This is an optimization exercise on Yosys and OpenROAD, whose aim is small area and a short achievable clock period, not a production implementation.
Where RTL was checked, it was by simulation tests only, not by an equivalence proof against the original.
Power and IR drop assume default switching activity. The flow treats the clock pin as an ideal source, which a real chip does not have.

==> inputs of run a <==
==> flow/design.v (excerpt) <==
module stride_prefetcher #(
    parameter int unsigned TABLE_ENTRIES = 8,
    parameter int unsigned FIFO_DEPTH    = 8,
    parameter int unsigned MAX_CREDITS   = 2
) (
    input  logic                       clk_i,
    input  logic                       rst_ni,
    input  logic                       snoop_valid_i,
    input  logic [pf_pkg::ADDR_W-1:0]  snoop_addr_i,
    input  logic                       cfg_valid_i,
    input  logic [pf_pkg::COUNT_W-1:0] cfg_nblocks_i,
    output logic                       req_valid_o,
    output logic [pf_pkg::ADDR_W-1:0]  req_addr_o,
    input  logic                       credit_i
);
clock: 9.0 ns
lec_check: 0
cap_margin: 20
core_margin: 2
core_utilization: 40
setup_slack_margin: 5
slew_margin: 20
run.sh (not shown) runs the stock make flow with config.mk's settings and CLKGATE_MAP_FILE= SYNTH_SCRIPT=/design/flow/synth_recipe.tcl, a recipe that flattens the netlist after the stock synthesis.
==> run b (differences from run a) <==
--- a/flow/design.v
+++ b/flow/design.v
@@ -151,23 +151,86 @@
                 index_q[i] <= s_idx;
                 prev_q[i]  <= index_q[i];
                 state_q[i] <= new_state;
             end
         end
     end
     logic [PW+1:0]   tgt_lo;
     logic [TW-1:0]   tgt_tag;
-    assign tgt_lo  = {1'b0, s_idx, 1'b0} - {2'b00, idx_h};
-    assign tgt_tag = s_tag + {{(TW - 1){tgt_lo[PW+1]}}, tgt_lo[PW]};
+    pf_pkg::stride_t new_stride;
+    logic            pg_inc;
+    logic            pg_dec;
+    logic [TW-1:0]   ones_below;
+    logic [TW-1:0]   zeros_below;
+    pf_ks_sub #(.W(PW + 2)) u_tgt_sub (
+        .a_i ({1'b0, s_idx, 1'b0}),
+        .b_i ({2'b00, idx_h}),
+        .d_o (tgt_lo)
+    );
+    pf_ks_sub #(.W(PW + 1)) u_stride_sub (
+        .a_i ({1'b0, s_idx}),
+        .b_i ({1'b0, idx_h}),
+        .d_o (new_stride)
+    );
+    assign pg_dec = tgt_lo[PW+1];
+    assign pg_inc = !tgt_lo[PW+1] && tgt_lo[PW];
+    always_comb begin
+        ones_below[0]  = 1'b1;
+        zeros_below[0] = 1'b1;
+        for (int i = 1; i < TW; i++) begin
+            ones_below[i]  = ones_below[i-1]  &  s_tag[i-1];
+            zeros_below[i] = zeros_below[i-1] & !s_tag[i-1];
+        end
+    end
+    assign tgt_tag = s_tag ^ (({TW{pg_inc}} & ones_below) | ({TW{pg_dec}} & zeros_below));
     assign push_o         = sv_q && emit;
     assign desc_base_o    = {tgt_tag, tgt_lo[PW-1:pf_pkg::LINE_OFFSET_W], {pf_pkg::LINE_OFFSET_W{1'b0}}};
-    assign desc_stride_o  = pf_pkg::stride_t'({1'b0, s_idx}) - pf_pkg::stride_t'({1'b0, idx_h});
+    assign desc_stride_o  = new_stride;
     assign desc_nblocks_o = nblocks_i;
 endmodule
+module pf_ks_sub #(
+    parameter int unsigned W = 8
+) (
+    input  logic [W-1:0] a_i,
+    input  logic [W-1:0] b_i,
+    output logic [W-1:0] d_o
+);
+    localparam int unsigned L = $clog2(W);
+    logic [W-1:0] g [L+1];
+    logic [W-1:0] p [L+1];
+    logic [W-1:0] x;
+    logic [W:0]   c;
+    always_comb begin
+        for (int i = 0; i < W; i++) begin
+            x[i]    = a_i[i] ^ !b_i[i];
+            g[0][i] = a_i[i] & !b_i[i];
+            p[0][i] = a_i[i] | !b_i[i];
+        end
+        g[0][0] = g[0][0] | p[0][0];
+        for (int l = 0; l < L; l++) begin
+            for (int i = 0; i < W; i++) begin
+                if (i >= (1 << l)) begin
+                    g[l+1][i] = g[l][i] | (p[l][i] & g[l][i - (1 << l)]);
+                    p[l+1][i] = p[l][i] & p[l][i - (1 << l)];
+                end else begin
+                    g[l+1][i] = g[l][i];
+                    p[l+1][i] = p[l][i];
+                end
+            end
+        end
+        c[0] = 1'b1;
+        for (int i = 0; i < W; i++) begin
+            c[i+1] = g[L][i];
+        end
+        for (int i = 0; i < W; i++) begin
+            d_o[i] = x[i] ^ c[i];
+        end
+    end
+endmodule
 `timescale 1ns/1ps
 module desc_fifo #(
     parameter int unsigned FIFO_DEPTH = 8
 ) (
     input  logic                       clk_i,
     input  logic                       rst_ni,
     input  logic                       push_i,
     input  logic [pf_pkg::ADDR_W-1:0]  base_i,
@@ -176,58 +239,77 @@
     output logic                       valid_o,
     output logic [pf_pkg::ADDR_W-1:0]  base_o,
     output pf_pkg::stride_t            stride_o,
     output logic [pf_pkg::COUNT_W-1:0] nblocks_o,
     input  logic                       pop_i
 );
     localparam int unsigned D     = FIFO_DEPTH;
     localparam int unsigned PTR_W = (D > 1) ? $clog2(D) : 1;
-    localparam int unsigned CNT_W = $clog2(D + 1);
     localparam int unsigned BW    = pf_pkg::ADDR_W - pf_pkg::LINE_OFFSET_W;
     logic [BW-1:0]              base_mem    [D];
     pf_pkg::stride_t            stride_mem  [D];
     logic [pf_pkg::COUNT_W-1:0] nblocks_mem [D];
     logic [PTR_W-1:0] wr_ptr_q;
     logic [D-1:0]     rd_oh_q;      
-    logic [CNT_W-1:0] count_q;
-    logic             full;
+    logic             nempty_q;     
+    logic             full_q;       
     logic             rd_adv;
-    assign full    = (count_q == CNT_W'(D));
-    assign rd_adv  = pop_i || (push_i && full);
-    assign valid_o = (count_q != '0);
+    logic             cnt_is_1;
+    logic             cnt_is_dm1;
+    assign rd_adv  = pop_i || (push_i && full_q);
+    assign valid_o = nempty_q;
+    always_comb begin
+        cnt_is_1   = 1'b0;
+        cnt_is_dm1 = 1'b0;
+        for (int i = 0; i < D; i++) begin
+            if (wr_ptr_q == PTR_W'(i)) begin
+                cnt_is_1   = rd_oh_q[(i + D - 1) % D];
+                cnt_is_dm1 = rd_oh_q[(i + 1) % D];
+            end
+        end
+        cnt_is_1   = cnt_is_1   && nempty_q && !full_q;
+        cnt_is_dm1 = cnt_is_dm1 && nempty_q && !full_q;
+    end
     always_comb begin
         logic [BW-1:0] b;
         b         = '0;
         stride_o  = '0;
         nblocks_o = '0;
         for (int i = 0; i < D; i++) begin
             b         = b         | ({BW{rd_oh_q[i]}} & base_mem[i]);
             stride_o  = stride_o  | ({(pf_pkg::PAGE_OFFSET_W+1){rd_oh_q[i]}} & stride_mem[i]);
             nblocks_o = nblocks_o | ({pf_pkg::COUNT_W{rd_oh_q[i]}} & nblocks_mem[i]);
         end
         base_o = {b, {pf_pkg::LINE_OFFSET_W{1'b0}}};
     end
+    logic [PTR_W-1:0] wr_ptr_inc;
+    logic [D-1:0]     rd_oh_rot;
+    logic             nempty_push, nempty_nopush, full_push, full_nopush;
+    logic [D-1:0]     rd_oh_push;
+    logic [D-1:0]     rd_oh_nopush;
+    assign wr_ptr_inc    = (wr_ptr_q == PTR_W'(D - 1)) ? '0 : wr_ptr_q + 1'b1;
+    assign rd_oh_rot     = {rd_oh_q[D-2:0], rd_oh_q[D-1]};
+    assign rd_oh_push    = (pop_i || full_q) ? rd_oh_rot : rd_oh_q;
+    assign rd_oh_nopush  = pop_i ? rd_oh_rot : rd_oh_q;
+    assign nempty_push   = 1'b1;
+    assign full_push     = (pop_i || full_q) ? full_q : cnt_is_dm1;
+    assign nempty_nopush = pop_i ? !cnt_is_1 : nempty_q;
+    assign full_nopush   = pop_i ? 1'b0 : full_q;
     always_ff @(posedge clk_i or negedge rst_ni) begin
         if (!rst_ni) begin
             wr_ptr_q <= '0;
             rd_oh_q  <= D'(1);
-            count_q  <= '0;
+            nempty_q <= 1'b0;
+            full_q   <= 1'b0;
         end else begin
-            if (push_i) begin
-                wr_ptr_q <= (wr_ptr_q == PTR_W'(D - 1)) ? '0 : wr_ptr_q + 1'b1;
-            end
-            if (rd_adv) begin
-                rd_oh_q <= {rd_oh_q[D-2:0], rd_oh_q[D-1]};
-            end
-            if (push_i && !rd_adv) begin
-                count_q <= count_q + 1'b1;
-            end else if (rd_adv && !push_i) begin
-                count_q <= count_q - 1'b1;
-            end
+            wr_ptr_q <= push_i ? wr_ptr_inc : wr_ptr_q;
+            rd_oh_q  <= push_i ? rd_oh_push : rd_oh_nopush;
+            nempty_q <= push_i ? nempty_push : nempty_nopush;
+            full_q   <= push_i ? full_push : full_nopush;
         end
     end
     always_ff @(posedge clk_i) begin
         for (int i = 0; i < D; i++) begin
             if (push_i && (wr_ptr_q == PTR_W'(i))) begin
                 base_mem[i]    <= base_i[pf_pkg::ADDR_W-1:pf_pkg::LINE_OFFSET_W];
                 stride_mem[i]  <= stride_i;
                 nblocks_mem[i] <= nblocks_i;
@@ -261,36 +343,38 @@
     pf_pkg::stride_t            stride_q;
     logic                       last_req;
     logic [PW+1:0]              next_off;
     logic                       busy_n;
     logic                       out_n;
     logic [CRED_W-1:0]          credits_n;
     logic                       req_q;
     assign pop_o       = !busy_q && valid_i;
+    logic                       req_valid;
+    assign req_valid   = busy_q && !out_q && (credits_q != '0);
     assign req_valid_o = req_q;
     assign req_addr_o  = {tag_q, off_q[PW-1:pf_pkg::LINE_OFFSET_W], {pf_pkg::LINE_OFFSET_W{1'b0}}};
-    assign last_req    = req_valid_o && (remain_q == pf_pkg::COUNT_W'(1));
+    assign last_req    = req_valid && (remain_q == pf_pkg::COUNT_W'(1));
     assign next_off = {2'b00, off_q} + {stride_q[PW], stride_q};
     always_comb begin
         busy_n = busy_q;
         out_n  = out_q;
         if (pop_o) begin
             busy_n = (nblocks_i != '0);
             out_n  = 1'b0;
         end else begin
             if (busy_q && (out_q || last_req)) begin
                 busy_n = 1'b0;
             end
-            if (req_valid_o) begin
+            if (req_valid) begin
                 out_n = (next_off[PW+1:PW] != 2'b00);
             end
         end
     end
-    assign credits_n = credits_q - CRED_W'(req_valid_o) + CRED_W'(credit_i);
+    assign credits_n = credits_q - CRED_W'(req_valid) + CRED_W'(credit_i);
     always_ff @(posedge clk_i or negedge rst_ni) begin
         if (!rst_ni) begin
             busy_q    <= 1'b0;
             out_q     <= 1'b0;
             credits_q <= CRED_W'(MAX_CREDITS);
             req_q     <= 1'b0;
         end else begin
             busy_q    <= busy_n;
@@ -300,17 +384,17 @@
         end
     end
     always_ff @(posedge clk_i) begin
         if (pop_o) begin
             remain_q <= nblocks_i;
             tag_q    <= base_i[pf_pkg::ADDR_W-1:PW];
             off_q    <= base_i[PW-1:0];
             stride_q <= stride_i;
-        end else if (req_valid_o) begin
+        end else if (req_valid) begin
             remain_q <= remain_q - 1'b1;
             off_q    <= next_off[PW-1:0];
         end
     end
 endmodule
 `timescale 1ns/1ps
 module stride_prefetcher #(
     parameter int unsigned TABLE_ENTRIES = 8,
==> flow/flow/run.sh (new file) <==
#!/bin/bash
# Standard layout; clock tree with larger sink clusters and without dummy loads. Each
# tool's output is in the ORFS logs under orfs/logs and in standard.log here.
set -o pipefail
export CTS_ARGS="-sink_clustering_enable -repair_clock_nets -dont_use_dummy_load -sink_clustering_size 30 -sink_clustering_max_diameter 150"
bash standard.sh > standard.log 2>&1
==> flow/standard.sh (new file) <==
#!/bin/bash
# synth_recipe.tcl (not shown) runs the flow's synth.tcl, then flattens the netlist and writes it again
# the make line also repeats each setting of config.mk as NAME=value (left out here)
make -C /OpenROAD-flow-scripts/flow DESIGN_CONFIG=/design/flow/config.mk WORK_HOME=/design/flow/orfs CLKGATE_MAP_FILE= SYNTH_SCRIPT=/design/flow/synth_recipe.tcl "${@:-finish}"
removed: flow/run.sh
==> summary of the runs <==
- Between run b and run a, the lower routed wire length is in run b (gap about 14%, measured against run a).
- In run b the flip-flop and latch count is lower than in run a, by 2.
- Against run a, the clock skew of run b is higher by 0.0032 ns.
- Against run b, the clock power of run a is higher by 110%.
- Against run a, the register-to-register slack of run b is higher by 1.1 ns.
- Via count: run b is smaller than run a (9.2%).
- In run a the power is larger than in run b, by about 30%.
- Between run b and run a, the lower hold slack is in run a (gap 0.019 ns).
- In run b the combinational power is smaller than in run a, by about 20%.
- Against run a, the maximum frequency of run b is higher by 28%.
==> figures <==
	run a	run b
Final-layout clock-cell area share	7.16%	2.30%
All-Layer GR Usage	21.3%	18.8%
Unique cell type count in the Yosys netlist	83	76
Switching share of total power	23.7%	23.1%
Slowest stage cell, crit path	sky130_fd_sc_hd__dfxtp_4	sky130_fd_sc_hd__clkdlybuf4s50_1
Count of cell instances traversed by the critical path	23	6
Area used by multi-input combinational logic	9910 um^2	8800 um^2
Worst Hold End	nblocks_d1_q[7]	nblocks_d1_q[6]
Die X-Extent	305 um	303 um
Initial Util	40.3%	40.4%
Via count of the first global-routing pass	22,200	20,000
Core Rows	110	109
Skew final	0.0523 ns	0.0556 ns
Result of the run	finished clean	finished clean
Routed WL per cell	26.8 um	25.1 um
Share of flip-flops with an asynchronous set or reset after synthesis	7.14%	6.94%
P_seq	0.00524 W	0.00517 W
HPWL after detailed placement	50,600 um	51,200 um
Adder-cell area share of the yosys netlist	3.10%	2.55%
Total via count after detailed routing	21,700	19,700
Global-route met2 utilization	35.3%	30.6%
No functional check of the RTL was part of run a.

* * *

==> run C <==
stride_prefetcher with an RTL version that a note above also has.
// stride_prefetcher
module stride_prefetcher #(
    parameter int unsigned TABLE_ENTRIES = 8,
    parameter int unsigned FIFO_DEPTH    = 8,
    parameter int unsigned MAX_CREDITS   = 2
) (
    input  logic                       clk_i,
    input  logic                       rst_ni,
    input  logic                       snoop_valid_i,
    input  logic [pf_pkg::ADDR_W-1:0]  snoop_addr_i,
    input  logic                       cfg_valid_i,
    input  logic [pf_pkg::COUNT_W-1:0] cfg_nblocks_i,
    output logic                       req_valid_o,
    output logic [pf_pkg::ADDR_W-1:0]  req_addr_o,
    input  logic                       credit_i
);
clock: 9.0 ns
lec_check: 0
cap_margin: 20
core_margin: 2
core_utilization: 70
setup_slack_margin: 5
slew_margin: 20
standard.sh (not shown) runs the stock make flow with config.mk's settings and CLKGATE_MAP_FILE= SYNTH_SCRIPT=/design/flow/synth_recipe.tcl, a recipe that flattens the netlist after the stock synthesis.
==> flow/flow/run.sh <==
#!/bin/bash
# Standard layout; clock tree with larger sink clusters and without dummy loads. Each
# tool's output is in the ORFS logs under orfs/logs and in standard.log here.
set -o pipefail
export CTS_ARGS="-sink_clustering_enable -repair_clock_nets -dont_use_dummy_load -sink_clustering_size 30 -sink_clustering_max_diameter 150"
bash standard.sh > standard.log 2>&1
==> run H (differences from run C) <==
==> flow/flow/run.sh (replaced) <==
#!/bin/bash
# Standard layout; clock tree with larger sink clusters and without dummy loads. Each
# tool's output is in the ORFS logs under orfs/logs and in standard.log here.
set -o pipefail
export CTS_ARGS="-sink_clustering_enable -repair_clock_nets -dont_use_dummy_load -sink_clustering_size 24 -sink_clustering_max_diameter 150"
bash standard.sh > standard.log 2>&1
--- a/flow/config.mk
+++ b/flow/config.mk
@@ -8,5 +8,5 @@
 export CAP_MARGIN = 20
 export CORE_MARGIN = 2
-export CORE_UTILIZATION = 70
+export CORE_UTILIZATION = 40
 export SETUP_SLACK_MARGIN = 5
 export SLEW_MARGIN = 20
==> flow_summary.ini <==
[place]
place_congestion = 0.883

[sta]
timing.fmax_mhz = 254

[outcome]
status = complete, no violations

[cells_and_area]
multi_input_area_share_pct = 22.8

[grt]
use_met2_pct = 51.2
use_met1_pct = 43.9
Source of the figures above: run C

==> flow_summary.ini <==
[outcome]
status = complete, no violations

[sta]
timing.fmax_mhz = 254
setup_viol = 0

[grt]
use_met1_pct = 27.0
use_met2_pct = 30.6

[min_path]
min-delay-start = nblocks_q[6]$_DFFE_PN0P_

[place]
place_congestion = 0.802

[cells_and_area]
multi_input_area_share_pct = 22.3

[power_and_ir_drop]
p_clk_uw = 2070

[yosys]
synthFlopType = edfxtp_1
Source of the figures above: run H


* * *

==> trial 43: inputs <==
stride_prefetcher, a different RTL version from the one above (not shown whole).
// stride_prefetcher
module stride_prefetcher #(
    parameter int unsigned TABLE_ENTRIES = 8,
    parameter int unsigned FIFO_DEPTH    = 8,
    parameter int unsigned MAX_CREDITS   = 2
) (
    input  logic                       clk_i,
    input  logic                       rst_ni,
    input  logic                       snoop_valid_i,
    input  logic [pf_pkg::ADDR_W-1:0]  snoop_addr_i,
    input  logic                       cfg_valid_i,
    input  logic [pf_pkg::COUNT_W-1:0] cfg_nblocks_i,
    output logic                       req_valid_o,
    output logic [pf_pkg::ADDR_W-1:0]  req_addr_o,
    input  logic                       credit_i
);
    logic [pf_pkg::COUNT_W-1:0] nblocks_q;
    logic [pf_pkg::COUNT_W-1:0] nblocks_d1_q;
    logic               push;
    logic [pf_pkg::ADDR_W-1:0]  push_base;
    pf_pkg::stride_t            push_stride;
    logic [pf_pkg::COUNT_W-1:0] push_nblocks;
    logic               head_valid;
    logic [pf_pkg::ADDR_W-1:0]  head_base;
    pf_pkg::stride_t            head_stride;
    logic [pf_pkg::COUNT_W-1:0] head_nblocks;
    logic               pop;
    always_ff @(posedge clk_i or negedge rst_ni) begin
        if (!rst_ni) begin
            nblocks_q <= pf_pkg::COUNT_W'(pf_pkg::NBLOCKS_RESET);
        end else if (cfg_valid_i) begin
            nblocks_q <= cfg_nblocks_i;
        end
    end
    always_ff @(posedge clk_i) begin
        nblocks_d1_q <= nblocks_q;
    end
    stride_table #(
        .TABLE_ENTRIES (TABLE_ENTRIES)
    ) u_table (
        .clk_i          (clk_i),
        .rst_ni         (rst_ni),
        .snoop_valid_i  (snoop_valid_i),
        .snoop_addr_i   (snoop_addr_i),
  ...
==> module stride_table, before the edit <==
module stride_table #(
    parameter int unsigned TABLE_ENTRIES = 8
) (
    input  logic                       clk_i,
    input  logic                       rst_ni,
    input  logic                       snoop_valid_i,
    input  logic [pf_pkg::ADDR_W-1:0]  snoop_addr_i,
    input  logic [pf_pkg::COUNT_W-1:0] nblocks_i,    
    output logic                       push_o,
    output logic [pf_pkg::ADDR_W-1:0]  desc_base_o,
    output pf_pkg::stride_t            desc_stride_o,
    output logic [pf_pkg::COUNT_W-1:0] desc_nblocks_o
);
    localparam int unsigned N   = TABLE_ENTRIES;
    localparam int unsigned IDX_W = (N > 1) ? $clog2(N) : 1;
    localparam int unsigned PW  = pf_pkg::PAGE_OFFSET_W;
    localparam int unsigned TW  = pf_pkg::TAG_W;
    logic                      sv_q;
    logic [pf_pkg::ADDR_W-1:0] sa_q;
    always_ff @(posedge clk_i or negedge rst_ni) begin
        if (!rst_ni) begin
            sv_q <= 1'b0;
        end else begin
            sv_q <= snoop_valid_i;
        end
    end
    always_ff @(posedge clk_i) begin
        sa_q <= snoop_addr_i;
    end
    logic [N-1:0]         valid_q;
    logic [TW-1:0]        tag_q    [N];
    logic [PW-1:0]        index_q  [N];
    logic [PW-1:0]        prev_q   [N];
    logic [1:0]           state_q  [N];
    logic                 lru_q    [N][N];
    logic [TW-1:0]   s_tag;
    logic [PW-1:0]   s_idx;
    logic [N-1:0]    hit_vec;
    logic            hit;
    logic [N-1:0]    free_oh;
    logic [N-1:0]    victim_oh;
    logic [N-1:0]    sel_oh;
    logic [N-1:0]    upd;
    logic [PW-1:0]   idx_h;
    logic [PW-1:0]   prv_h;
    logic [1:0]      st_h;
    assign s_tag = sa_q[pf_pkg::ADDR_W-1:PW];
    assign s_idx = sa_q[PW-1:0];
    always_comb begin
        for (int i = 0; i < N; i++) begin
            hit_vec[i]   = valid_q[i] && (tag_q[i] == s_tag);
            free_oh[i]   = !valid_q[i] && ((i == 0) ? 1'b1 : valid_q[(i == 0) ? 0 : i - 1]);
            victim_oh[i] = valid_q[N-1];
            for (int j = 0; j < N; j++) begin
                if (j < i) victim_oh[i] = victim_oh[i] &&  lru_q[j][i];
                if (j > i) victim_oh[i] = victim_oh[i] && !lru_q[i][j];
            end
        end
    end
    assign hit    = |hit_vec;
    assign sel_oh = hit_vec | ({N{!hit}} & (free_oh | victim_oh));
    assign upd    = {N{sv_q}} & sel_oh;
    always_comb begin
        idx_h = '0;
        prv_h = '0;
        st_h  = '0;
        for (int i = 0; i < N; i++) begin
            idx_h = idx_h | ({PW{hit_vec[i]}} & index_q[i]);
            prv_h = prv_h | ({PW{hit_vec[i]}} & prev_q[i]);
            st_h  = st_h  | ({2{hit_vec[i]}} & state_q[i]);
        end
    end
    logic [PW:0] ca, cb, ck, cin;
    logic        sum_eq;
    assign ca = {1'b0, s_idx};
    assign cb = {1'b0, prv_h};
    assign ck = {idx_h, 1'b0};
    always_comb begin
        cin[0] = 1'b0;
        for (int i = 1; i <= PW; i++) begin
            cin[i] = (ca[i-1] & cb[i-1]) | ((ca[i-1] ^ cb[i-1]) & ~ck[i-1]);
        end
    end
    assign sum_eq = ((ca ^ cb ^ ck) == cin);
    logic            stride_match;
    logic [1:0]      new_state;
    logic            emit;
    assign stride_match = sum_eq && (s_idx != idx_h);
    always_comb begin
        new_state = 2'd1;
        emit      = 1'b0;
        if (!hit) begin
            new_state = 2'd0;
        end else begin
            case (st_h)
                2'd1: if (stride_match) new_state = 2'd2;
                2'd2: if (stride_match) new_state = 2'd3;
                2'd3: if (stride_match) begin
                    new_state = 2'd0;
                    emit      = 1'b1;
                end
                default: new_state = 2'd1;
            endcase
        end
    end
    always_ff @(posedge clk_i or negedge rst_ni) begin
        if (!rst_ni) begin
            valid_q <= '0;
            for (int i = 0; i < N; i++) begin
                for (int j = i + 1; j < N; j++) begin
                    lru_q[i][j] <= 1'b1;
                end
            end
        end else begin
            valid_q <= valid_q | upd;
            for (int i = 0; i < N; i++) begin
                for (int j = i + 1; j < N; j++) begin
                    lru_q[i][j] <= upd[i] || (lru_q[i][j] && !upd[j]);
                end
            end
        end
    end
    always_ff @(posedge clk_i) begin
        for (int i = 0; i < N; i++) begin
            if (upd[i]) begin
                tag_q[i]   <= s_tag;
                index_q[i] <= s_idx;
                prev_q[i]  <= index_q[i];
                state_q[i] <= new_state;
            end
        end
    end
    logic [PW+1:0]   tgt_lo;
    logic [TW-1:0]   tgt_tag;
    assign tgt_lo  = {1'b0, s_idx, 1'b0} - {2'b00, idx_h};
    assign tgt_tag = s_tag + {{(TW - 1){tgt_lo[PW+1]}}, tgt_lo[PW]};
    assign push_o         = sv_q && emit;
    assign desc_base_o    = {tgt_tag, tgt_lo[PW-1:pf_pkg::LINE_OFFSET_W], {pf_pkg::LINE_OFFSET_W{1'b0}}};
    assign desc_stride_o  = pf_pkg::stride_t'({1'b0, s_idx}) - pf_pkg::stride_t'({1'b0, idx_h});
    assign desc_nblocks_o = nblocks_i;
endmodule
export LEC_CHECK = 0
export CAP_MARGIN = 20
export CORE_MARGIN = 2
export CORE_UTILIZATION = 40
export SLEW_MARGIN = 20
create_clock -name core_clock -period 9.0 [get_ports {clk_i}]
run.sh (not shown) runs the stock make flow with config.mk's settings and CLKGATE_MAP_FILE= SYNTH_SCRIPT=/design/flow/synth_recipe.tcl, a recipe that flattens the netlist after the stock synthesis.
Stock flow here: none of the scripts above is used.
==> trial 94 (differences from trial 43) <==
--- a/flow/design.v
+++ b/flow/design.v
@@ -30,21 +30,24 @@
     localparam int unsigned N   = TABLE_ENTRIES;
     localparam int unsigned IDX_W = (N > 1) ? $clog2(N) : 1;
     localparam int unsigned PW  = pf_pkg::PAGE_OFFSET_W;
     localparam int unsigned TW  = pf_pkg::TAG_W;
     logic                      sv_q;
     logic [pf_pkg::ADDR_W-1:0] sa_q;
+    logic [N-1:0]              hit_q;
+    logic [N-1:0]              hit_d;
     always_ff @(posedge clk_i or negedge rst_ni) begin
         if (!rst_ni) begin
             sv_q <= 1'b0;
         end else begin
             sv_q <= snoop_valid_i;
         end
     end
     always_ff @(posedge clk_i) begin
-        sa_q <= snoop_addr_i;
+        sa_q  <= snoop_addr_i;
+        hit_q <= hit_d;
     end
     logic [N-1:0]         valid_q;
     logic [TW-1:0]        tag_q    [N];
     logic [PW-1:0]        index_q  [N];
     logic [PW-1:0]        prev_q   [N];
     logic [1:0]           state_q  [N];
@@ -57,25 +60,30 @@
     logic [N-1:0]    victim_oh;
     logic [N-1:0]    sel_oh;
     logic [N-1:0]    upd;
     logic [PW-1:0]   idx_h;
     logic [PW-1:0]   prv_h;
     logic [1:0]      st_h;
+    logic [TW-1:0]   in_tag;
+    logic            same_page;
+    assign in_tag    = snoop_addr_i[pf_pkg::ADDR_W-1:PW];
+    assign same_page = (in_tag == s_tag);
     assign s_tag = sa_q[pf_pkg::ADDR_W-1:PW];
     assign s_idx = sa_q[PW-1:0];
     always_comb begin
         for (int i = 0; i < N; i++) begin
-            hit_vec[i]   = valid_q[i] && (tag_q[i] == s_tag);
+            hit_d[i]     = upd[i] ? same_page : (valid_q[i] && (tag_q[i] == in_tag));
             free_oh[i]   = !valid_q[i] && ((i == 0) ? 1'b1 : valid_q[(i == 0) ? 0 : i - 1]);
             victim_oh[i] = valid_q[N-1];
             for (int j = 0; j < N; j++) begin
                 if (j < i) victim_oh[i] = victim_oh[i] &&  lru_q[j][i];
                 if (j > i) victim_oh[i] = victim_oh[i] && !lru_q[i][j];
             end
         end
     end
+    assign hit_vec = hit_q;
     assign hit    = |hit_vec;
     assign sel_oh = hit_vec | ({N{!hit}} & (free_oh | victim_oh));
     assign upd    = {N{sv_q}} & sel_oh;
     always_comb begin
         idx_h = '0;
         prv_h = '0;
@@ -145,19 +153,82 @@
                 state_q[i] <= new_state;
             end
         end
     end
     logic [PW+1:0]   tgt_lo;
     logic [TW-1:0]   tgt_tag;
-    assign tgt_lo  = {1'b0, s_idx, 1'b0} - {2'b00, idx_h};
-    assign tgt_tag = s_tag + {{(TW - 1){tgt_lo[PW+1]}}, tgt_lo[PW]};
+    pf_pkg::stride_t new_stride;
+    logic            pg_inc;
+    logic            pg_dec;
+    logic [TW-1:0]   ones_below;
+    logic [TW-1:0]   zeros_below;
+    pf_ks_sub #(.W(PW + 2)) u_tgt_sub (
+        .a_i ({1'b0, s_idx, 1'b0}),
+        .b_i ({2'b00, idx_h}),
+        .d_o (tgt_lo)
+    );
+    pf_ks_sub #(.W(PW + 1)) u_stride_sub (
+        .a_i ({1'b0, s_idx}),
+        .b_i ({1'b0, idx_h}),
+        .d_o (new_stride)
+    );
+    assign pg_dec = tgt_lo[PW+1];
+    assign pg_inc = !tgt_lo[PW+1] && tgt_lo[PW];
+    always_comb begin
+        ones_below[0]  = 1'b1;
+        zeros_below[0] = 1'b1;
+        for (int i = 1; i < TW; i++) begin
+            ones_below[i]  = ones_below[i-1]  &  s_tag[i-1];
+            zeros_below[i] = zeros_below[i-1] & !s_tag[i-1];
+        end
+    end
+    assign tgt_tag = s_tag ^ (({TW{pg_inc}} & ones_below) | ({TW{pg_dec}} & zeros_below));
     assign push_o         = sv_q && emit;
     assign desc_base_o    = {tgt_tag, tgt_lo[PW-1:pf_pkg::LINE_OFFSET_W], {pf_pkg::LINE_OFFSET_W{1'b0}}};
-    assign desc_stride_o  = pf_pkg::stride_t'({1'b0, s_idx}) - pf_pkg::stride_t'({1'b0, idx_h});
+    assign desc_stride_o  = new_stride;
     assign desc_nblocks_o = nblocks_i;
 endmodule
+module pf_ks_sub #(
+    parameter int unsigned W = 8
+) (
+    input  logic [W-1:0] a_i,
+    input  logic [W-1:0] b_i,
+    output logic [W-1:0] d_o
+);
+    localparam int unsigned L = $clog2(W);
+    logic [W-1:0] g [L+1];
+    logic [W-1:0] p [L+1];
+    logic [W-1:0] x;
+    logic [W:0]   c;
+    always_comb begin
+        for (int i = 0; i < W; i++) begin
+            x[i]    = a_i[i] ^ !b_i[i];
+            g[0][i] = a_i[i] & !b_i[i];
+            p[0][i] = a_i[i] | !b_i[i];
+        end
+        g[0][0] = g[0][0] | p[0][0];
+        for (int l = 0; l < L; l++) begin
+            for (int i = 0; i < W; i++) begin
+                if (i >= (1 << l)) begin
+                    g[l+1][i] = g[l][i] | (p[l][i] & g[l][i - (1 << l)]);
+                    p[l+1][i] = p[l][i] & p[l][i - (1 << l)];
+                end else begin
+                    g[l+1][i] = g[l][i];
+                    p[l+1][i] = p[l][i];
+                end
+            end
+        end
+        c[0] = 1'b1;
+        for (int i = 0; i < W; i++) begin
+            c[i+1] = g[L][i];
+        end
+        for (int i = 0; i < W; i++) begin
+            d_o[i] = x[i] ^ c[i];
+        end
+    end
+endmodule
 `timescale 1ns/1ps
 module desc_fifo #(
     parameter int unsigned FIFO_DEPTH = 8
 ) (
     input  logic                       clk_i,
     input  logic                       rst_ni,
@@ -195,29 +266,33 @@
             b         = b         | ({BW{rd_oh_q[i]}} & base_mem[i]);
             stride_o  = stride_o  | ({(pf_pkg::PAGE_OFFSET_W+1){rd_oh_q[i]}} & stride_mem[i]);
             nblocks_o = nblocks_o | ({pf_pkg::COUNT_W{rd_oh_q[i]}} & nblocks_mem[i]);
         end
         base_o = {b, {pf_pkg::LINE_OFFSET_W{1'b0}}};
     end
+    logic [PTR_W-1:0] wr_ptr_inc;
+    logic [D-1:0]     rd_oh_rot;
+    logic [CNT_W-1:0] count_push;
+    logic [CNT_W-1:0] count_nopush;
+    logic [D-1:0]     rd_oh_push;
+    logic [D-1:0]     rd_oh_nopush;
+    assign wr_ptr_inc   = (wr_ptr_q == PTR_W'(D - 1)) ? '0 : wr_ptr_q + 1'b1;
+    assign rd_oh_rot    = {rd_oh_q[D-2:0], rd_oh_q[D-1]};
+    assign count_push   = (pop_i || full) ? count_q : count_q + 1'b1;
+    assign count_nopush = pop_i ? count_q - 1'b1 : count_q;
+    assign rd_oh_push   = (pop_i || full) ? rd_oh_rot : rd_oh_q;
+    assign rd_oh_nopush = pop_i ? rd_oh_rot : rd_oh_q;
     always_ff @(posedge clk_i or negedge rst_ni) begin
         if (!rst_ni) begin
             wr_ptr_q <= '0;
             rd_oh_q  <= D'(1);
             count_q  <= '0;
         end else begin
-            if (push_i) begin
-                wr_ptr_q <= (wr_ptr_q == PTR_W'(D - 1)) ? '0 : wr_ptr_q + 1'b1;
-            end
-            if (rd_adv) begin
-                rd_oh_q <= {rd_oh_q[D-2:0], rd_oh_q[D-1]};
-            end
-            if (push_i && !rd_adv) begin
-                count_q <= count_q + 1'b1;
-            end else if (rd_adv && !push_i) begin
-                count_q <= count_q - 1'b1;
-            end
+            wr_ptr_q <= push_i ? wr_ptr_inc : wr_ptr_q;
+            rd_oh_q  <= push_i ? rd_oh_push : rd_oh_nopush;
+            count_q  <= push_i ? count_push : count_nopush;
         end
     end
     always_ff @(posedge clk_i) begin
         for (int i = 0; i < D; i++) begin
             if (push_i && (wr_ptr_q == PTR_W'(i))) begin
                 base_mem[i]    <= base_i[pf_pkg::ADDR_W-1:pf_pkg::LINE_OFFSET_W];
@@ -250,44 +325,61 @@
     logic [pf_pkg::TAG_W-1:0]   tag_q;
     logic [PW-1:0]              off_q;
     logic                       out_q;
     pf_pkg::stride_t            stride_q;
     logic                       last_req;
     logic [PW+1:0]              next_off;
+    logic                       busy_n;
+    logic                       out_n;
+    logic [CRED_W-1:0]          credits_n;
+    logic                       req_q;
     assign pop_o       = !busy_q && valid_i;
-    assign req_valid_o = busy_q && !out_q && (credits_q != '0);
+    logic                       req_valid;
+    assign req_valid   = busy_q && !out_q && (credits_q != '0);
+    assign req_valid_o = req_q;
     assign req_addr_o  = {tag_q, off_q[PW-1:pf_pkg::LINE_OFFSET_W], {pf_pkg::LINE_OFFSET_W{1'b0}}};
-    assign last_req    = req_valid_o && (remain_q == pf_pkg::COUNT_W'(1));
+    assign last_req    = req_valid && (remain_q == pf_pkg::COUNT_W'(1));
     assign next_off = {2'b00, off_q} + {stride_q[PW], stride_q};
+    always_comb begin
+        busy_n = busy_q;
+        out_n  = out_q;
+        if (pop_o) begin
+            busy_n = (nblocks_i != '0);
+            out_n  = 1'b0;
+        end else begin
+            if (busy_q && (out_q || last_req)) begin
+                busy_n = 1'b0;
+            end
+            if (req_valid) begin
+                out_n = (next_off[PW+1:PW] != 2'b00);
+            end
+        end
+    end
+    assign credits_n = credits_q - CRED_W'(req_valid) + CRED_W'(credit_i);
     always_ff @(posedge clk_i or negedge rst_ni) begin
         if (!rst_ni) begin
-            busy_q <= 1'b0;
-        end else if (pop_o) begin
-            busy_q <= (nblocks_i != '0);
-        end else if (busy_q && (out_q || last_req)) begin
-            busy_q <= 1'b0;
+            busy_q    <= 1'b0;
+            out_q     <= 1'b0;
+            credits_q <= CRED_W'(MAX_CREDITS);
+            req_q     <= 1'b0;
+        end else begin
+            busy_q    <= busy_n;
+            out_q     <= out_n;
+            credits_q <= credits_n;
+            req_q     <= busy_n && !out_n && (credits_n != '0);
         end
     end
     always_ff @(posedge clk_i) begin
         if (pop_o) begin
             remain_q <= nblocks_i;
             tag_q    <= base_i[pf_pkg::ADDR_W-1:PW];
             off_q    <= base_i[PW-1:0];
-            out_q    <= 1'b0;
             stride_q <= stride_i;
-        end else if (req_valid_o) begin
+        end else if (req_valid) begin
             remain_q <= remain_q - 1'b1;
             off_q    <= next_off[PW-1:0];
-            out_q    <= (next_off[PW+1:PW] != 2'b00);
-        end
-    end
-    always_ff @(posedge clk_i or negedge rst_ni) begin
-        if (!rst_ni) begin
-            credits_q <= CRED_W'(MAX_CREDITS);
-        end else begin
-            credits_q <= credits_q - CRED_W'(req_valid_o) + CRED_W'(credit_i);
         end
     end
 endmodule
 `timescale 1ns/1ps
 module stride_prefetcher #(
     parameter int unsigned TABLE_ENTRIES = 8,
Settings changed: SETUP_SLACK_MARGIN set to 5.
==> trial 84 (differences from trial 43) <==
--- a/flow/design.v
+++ b/flow/design.v
@@ -43,68 +43,67 @@
     always_ff @(posedge clk_i) begin
         sa_q <= snoop_addr_i;
     end
     logic [N-1:0]         valid_q;
     logic [TW-1:0]        tag_q    [N];
     logic [PW-1:0]        index_q  [N];
-    logic [PW-1:0]        prev_q   [N];
+    pf_pkg::stride_t      stride_q [N];
     logic [1:0]           state_q  [N];
-    logic                 lru_q    [N][N];
+    logic [IDX_W-1:0]     age_q    [N];
     logic [TW-1:0]   s_tag;
     logic [PW-1:0]   s_idx;
     logic [N-1:0]    hit_vec;
     logic            hit;
     logic [N-1:0]    free_oh;
     logic [N-1:0]    victim_oh;
     logic [N-1:0]    sel_oh;
-    logic [N-1:0]    upd;
+    logic [IDX_W-1:0] sel_age;
     logic [PW-1:0]   idx_h;
-    logic [PW-1:0]   prv_h;
+    pf_pkg::stride_t str_h;
     logic [1:0]      st_h;
     assign s_tag = sa_q[pf_pkg::ADDR_W-1:PW];
     assign s_idx = sa_q[PW-1:0];
     always_comb begin
         for (int i = 0; i < N; i++) begin
             hit_vec[i]   = valid_q[i] && (tag_q[i] == s_tag);
             free_oh[i]   = !valid_q[i] && ((i == 0) ? 1'b1 : valid_q[(i == 0) ? 0 : i - 1]);
-            victim_oh[i] = valid_q[N-1];
-            for (int j = 0; j < N; j++) begin
-                if (j < i) victim_oh[i] = victim_oh[i] &&  lru_q[j][i];
-                if (j > i) victim_oh[i] = victim_oh[i] && !lru_q[i][j];
-            end
+            victim_oh[i] = valid_q[N-1] && (age_q[i] == IDX_W'(N - 1));
         end
     end
     assign hit    = |hit_vec;
     assign sel_oh = hit_vec | ({N{!hit}} & (free_oh | victim_oh));
-    assign upd    = {N{sv_q}} & sel_oh;
     always_comb begin
-        idx_h = '0;
-        prv_h = '0;
-        st_h  = '0;
+        idx_h   = '0;
+        str_h   = '0;
+        st_h    = '0;
+        sel_age = '0;
         for (int i = 0; i < N; i++) begin
-            idx_h = idx_h | ({PW{hit_vec[i]}} & index_q[i]);
-            prv_h = prv_h | ({PW{hit_vec[i]}} & prev_q[i]);
-            st_h  = st_h  | ({2{hit_vec[i]}} & state_q[i]);
+            idx_h   = idx_h   | ({PW{hit_vec[i]}} & index_q[i]);
+            str_h   = str_h   | ({(PW+1){hit_vec[i]}} & stride_q[i]);
+            st_h    = st_h    | ({2{hit_vec[i]}} & state_q[i]);
+            sel_age = sel_age | ({IDX_W{sel_oh[i]}} & age_q[i]);
         end
     end
     logic [PW:0] ca, cb, ck, cin;
     logic        sum_eq;
-    assign ca = {1'b0, s_idx};
-    assign cb = {1'b0, prv_h};
-    assign ck = {idx_h, 1'b0};
+    assign ca = {1'b0, idx_h};
+    assign cb = str_h;
+    assign ck = {1'b0, s_idx};
     always_comb begin
         cin[0] = 1'b0;
         for (int i = 1; i <= PW; i++) begin
             cin[i] = (ca[i-1] & cb[i-1]) | ((ca[i-1] ^ cb[i-1]) & ~ck[i-1]);
         end
     end
     assign sum_eq = ((ca ^ cb ^ ck) == cin);
     logic            stride_match;
+    pf_pkg::stride_t new_stride;
     logic [1:0]      new_state;
     logic            emit;
-    assign stride_match = sum_eq && (s_idx != idx_h);
+    assign stride_match = sum_eq && (str_h != '0);
+    assign new_stride   = pf_pkg::stride_t'({1'b0, s_idx}) - pf_pkg::stride_t'({1'b0, idx_h});
     always_comb begin
         new_state = 2'd1;
         emit      = 1'b0;
         if (!hit) begin
             new_state = 2'd0;
         end else begin
@@ -120,42 +119,40 @@
         end
     end
     always_ff @(posedge clk_i or negedge rst_ni) begin
         if (!rst_ni) begin
             valid_q <= '0;
             for (int i = 0; i < N; i++) begin
-                for (int j = i + 1; j < N; j++) begin
-                    lru_q[i][j] <= 1'b1;
-                end
+                age_q[i] <= IDX_W'(i);
             end
-        end else begin
-            valid_q <= valid_q | upd;
+        end else if (sv_q) begin
+            valid_q <= valid_q | sel_oh;
             for (int i = 0; i < N; i++) begin
-                for (int j = i + 1; j < N; j++) begin
-                    lru_q[i][j] <= upd[i] || (lru_q[i][j] && !upd[j]);
+                if (sel_oh[i]) begin
+                    age_q[i] <= '0;
+                end else if (age_q[i] < sel_age) begin
+                    age_q[i] <= age_q[i] + 1'b1;
                 end
             end
         end
     end
     always_ff @(posedge clk_i) begin
         for (int i = 0; i < N; i++) begin
-            if (upd[i]) begin
-                tag_q[i]   <= s_tag;
-                index_q[i] <= s_idx;
-                prev_q[i]  <= index_q[i];
-                state_q[i] <= new_state;
+            if (sv_q && sel_oh[i]) begin
+                tag_q[i]    <= s_tag;
+                index_q[i]  <= s_idx;
+                stride_q[i] <= new_stride;
+                state_q[i]  <= new_state;
             end
         end
     end
-    logic [PW+1:0]   tgt_lo;
-    logic [TW-1:0]   tgt_tag;
-    assign tgt_lo  = {1'b0, s_idx, 1'b0} - {2'b00, idx_h};
-    assign tgt_tag = s_tag + {{(TW - 1){tgt_lo[PW+1]}}, tgt_lo[PW]};
+    logic [pf_pkg::ADDR_W-1:0] target_addr;
+    assign target_addr = sa_q + {{(pf_pkg::ADDR_W - PW - 1){str_h[PW]}}, str_h};
     assign push_o         = sv_q && emit;
-    assign desc_base_o    = {tgt_tag, tgt_lo[PW-1:pf_pkg::LINE_OFFSET_W], {pf_pkg::LINE_OFFSET_W{1'b0}}};
-    assign desc_stride_o  = pf_pkg::stride_t'({1'b0, s_idx}) - pf_pkg::stride_t'({1'b0, idx_h});
+    assign desc_base_o    = {target_addr[pf_pkg::ADDR_W-1:pf_pkg::LINE_OFFSET_W], {pf_pkg::LINE_OFFSET_W{1'b0}}};
+    assign desc_stride_o  = str_h;
     assign desc_nblocks_o = nblocks_i;
 endmodule
 `timescale 1ns/1ps
 module desc_fifo #(
     parameter int unsigned FIFO_DEPTH = 8
 ) (
==> comparison table <==
| metric | trial 43 | trial 84 | trial 94 |
|---|---|---|---|
| Number of detailed-route iterations in the first pass | 5 | 6 | 5 |
| Largest net degree at the start of global routing | 64 | 60 | 66 |
| Routed length on met1 | 39500 um | 44300 um | 38100 um |
| Number of cells on the worst reg-to-reg path | 29 | 26 | 17 |
| Worst path bufs/invs | 1 | 4 | 3 |
| Yosys reg bits | 901 | 905 | 910 |
| Non-clock inverters | 70 | 83 | 71 |
| Count of distinct cell types in the synthesized netlist | 69 | 83 | 72 |
| Slew margin rel. | 24.6% | 16.0% | 31.8% |
| Combinational share of power | 7.8% | 5.9% | 6.4% |
| Crit path DAT | 8.80 ns | 8.36 ns | 4.39 ns |
| Net switching power of the design | 2.30 mW | 2.18 mW | 2.16 mW |
| Number of enable-type register cells in the synthesized netlist | 791 | 799 | 791 |
| Met3 Resource Use GR | 2.68% | 3.59% | 3.22% |
| Met3 wire length | 5080 um | 7990 um | 5970 um |
| CP Capture Point | u_fifo.base_mem[6][24] | u_fifo.count_q[3] | u_fifo.count_q[3] |
| Max incr delay on CP | 0.94 ns | 0.96 ns | 0.44 ns |
| Buffers, non-clock | 137 | 138 | 128 |
| Post-Place Cell Area | 38200 um2 | 40800 um2 | 37800 um2 |
| Achievable clock frequency | 0.119 GHz | 0.128 GHz | 0.259 GHz |
| Run status | complete, no violations | complete, no violations | complete, no violations |
| Required arrival time at the worst endpoint | 9.39 ns | 9.56 ns | 9.52 ns |
| Hold WS | 0.368 ns | 0.368 ns | 0.373 ns |
| Most used cell, CP | sky130_fd_sc_hd__a21oi_1 | sky130_fd_sc_hd__inv_1 | - |
| Utilization of the core after routing | 46.4% | 45.7% | 46.6% |
| Sequential Power | 5.23 mW | 4.96 mW | 5.19 mW |
| Worst setup timing slack at the placement stage | 0.499 ns | 1.32 ns | 4.48 ns |

[afterwards: timing with drivers on the ports]
Ports are ideal in the flow. The routed layouts listed here were re-timed in OpenROAD.
Step 1, drivers: a clkbuf_16 drives clk_i and a buf_2 each remaining input, both assumed.
Step 2 adds t to the input delays and takes it off the output delays; t is the mean of the earliest and latest rising clock arrival at the registers after step 1. Input paths then give back, and output paths get back, about the clock's delay inside the block.
Three values: ideal, step 1, step 2; two values: the first two.
run | shift t [ns] | setup WS [ns] | worst register clock-pin slew, ns | worst data-port slew with drivers (ns)
run a | 0.725 | 3.990 / 3.990 / 3.990 | 0.07 / 0.07 | 0.05
run b | 0.630 | 5.079 / 5.122 / 4.492 | 0.12 / 0.12 | 0.04
run C | 0.641 | 5.069 / 5.069 / 4.537 | 0.11 / 0.11 | 0.04
run H | 0.655 | 5.070 / 5.070 / 4.469 | 0.10 / 0.10 | 0.04
trial 43 | 0.696 | 0.591 / 0.591 / 0.591 | 0.07 / 0.07 | 0.06
trial 94 | 0.695 | 5.137 / 5.137 / 4.547 | 0.07 / 0.07 | 0.05
trial 84 | 0.734 | 1.203 / 1.203 / 1.203 | 0.07 / 0.07 | 0.16
After both steps setup and hold are still met in every run listed. The setup slack of run H, which loses most, moves by 0.000 ns with the drivers and by -0.601 ns with both steps.
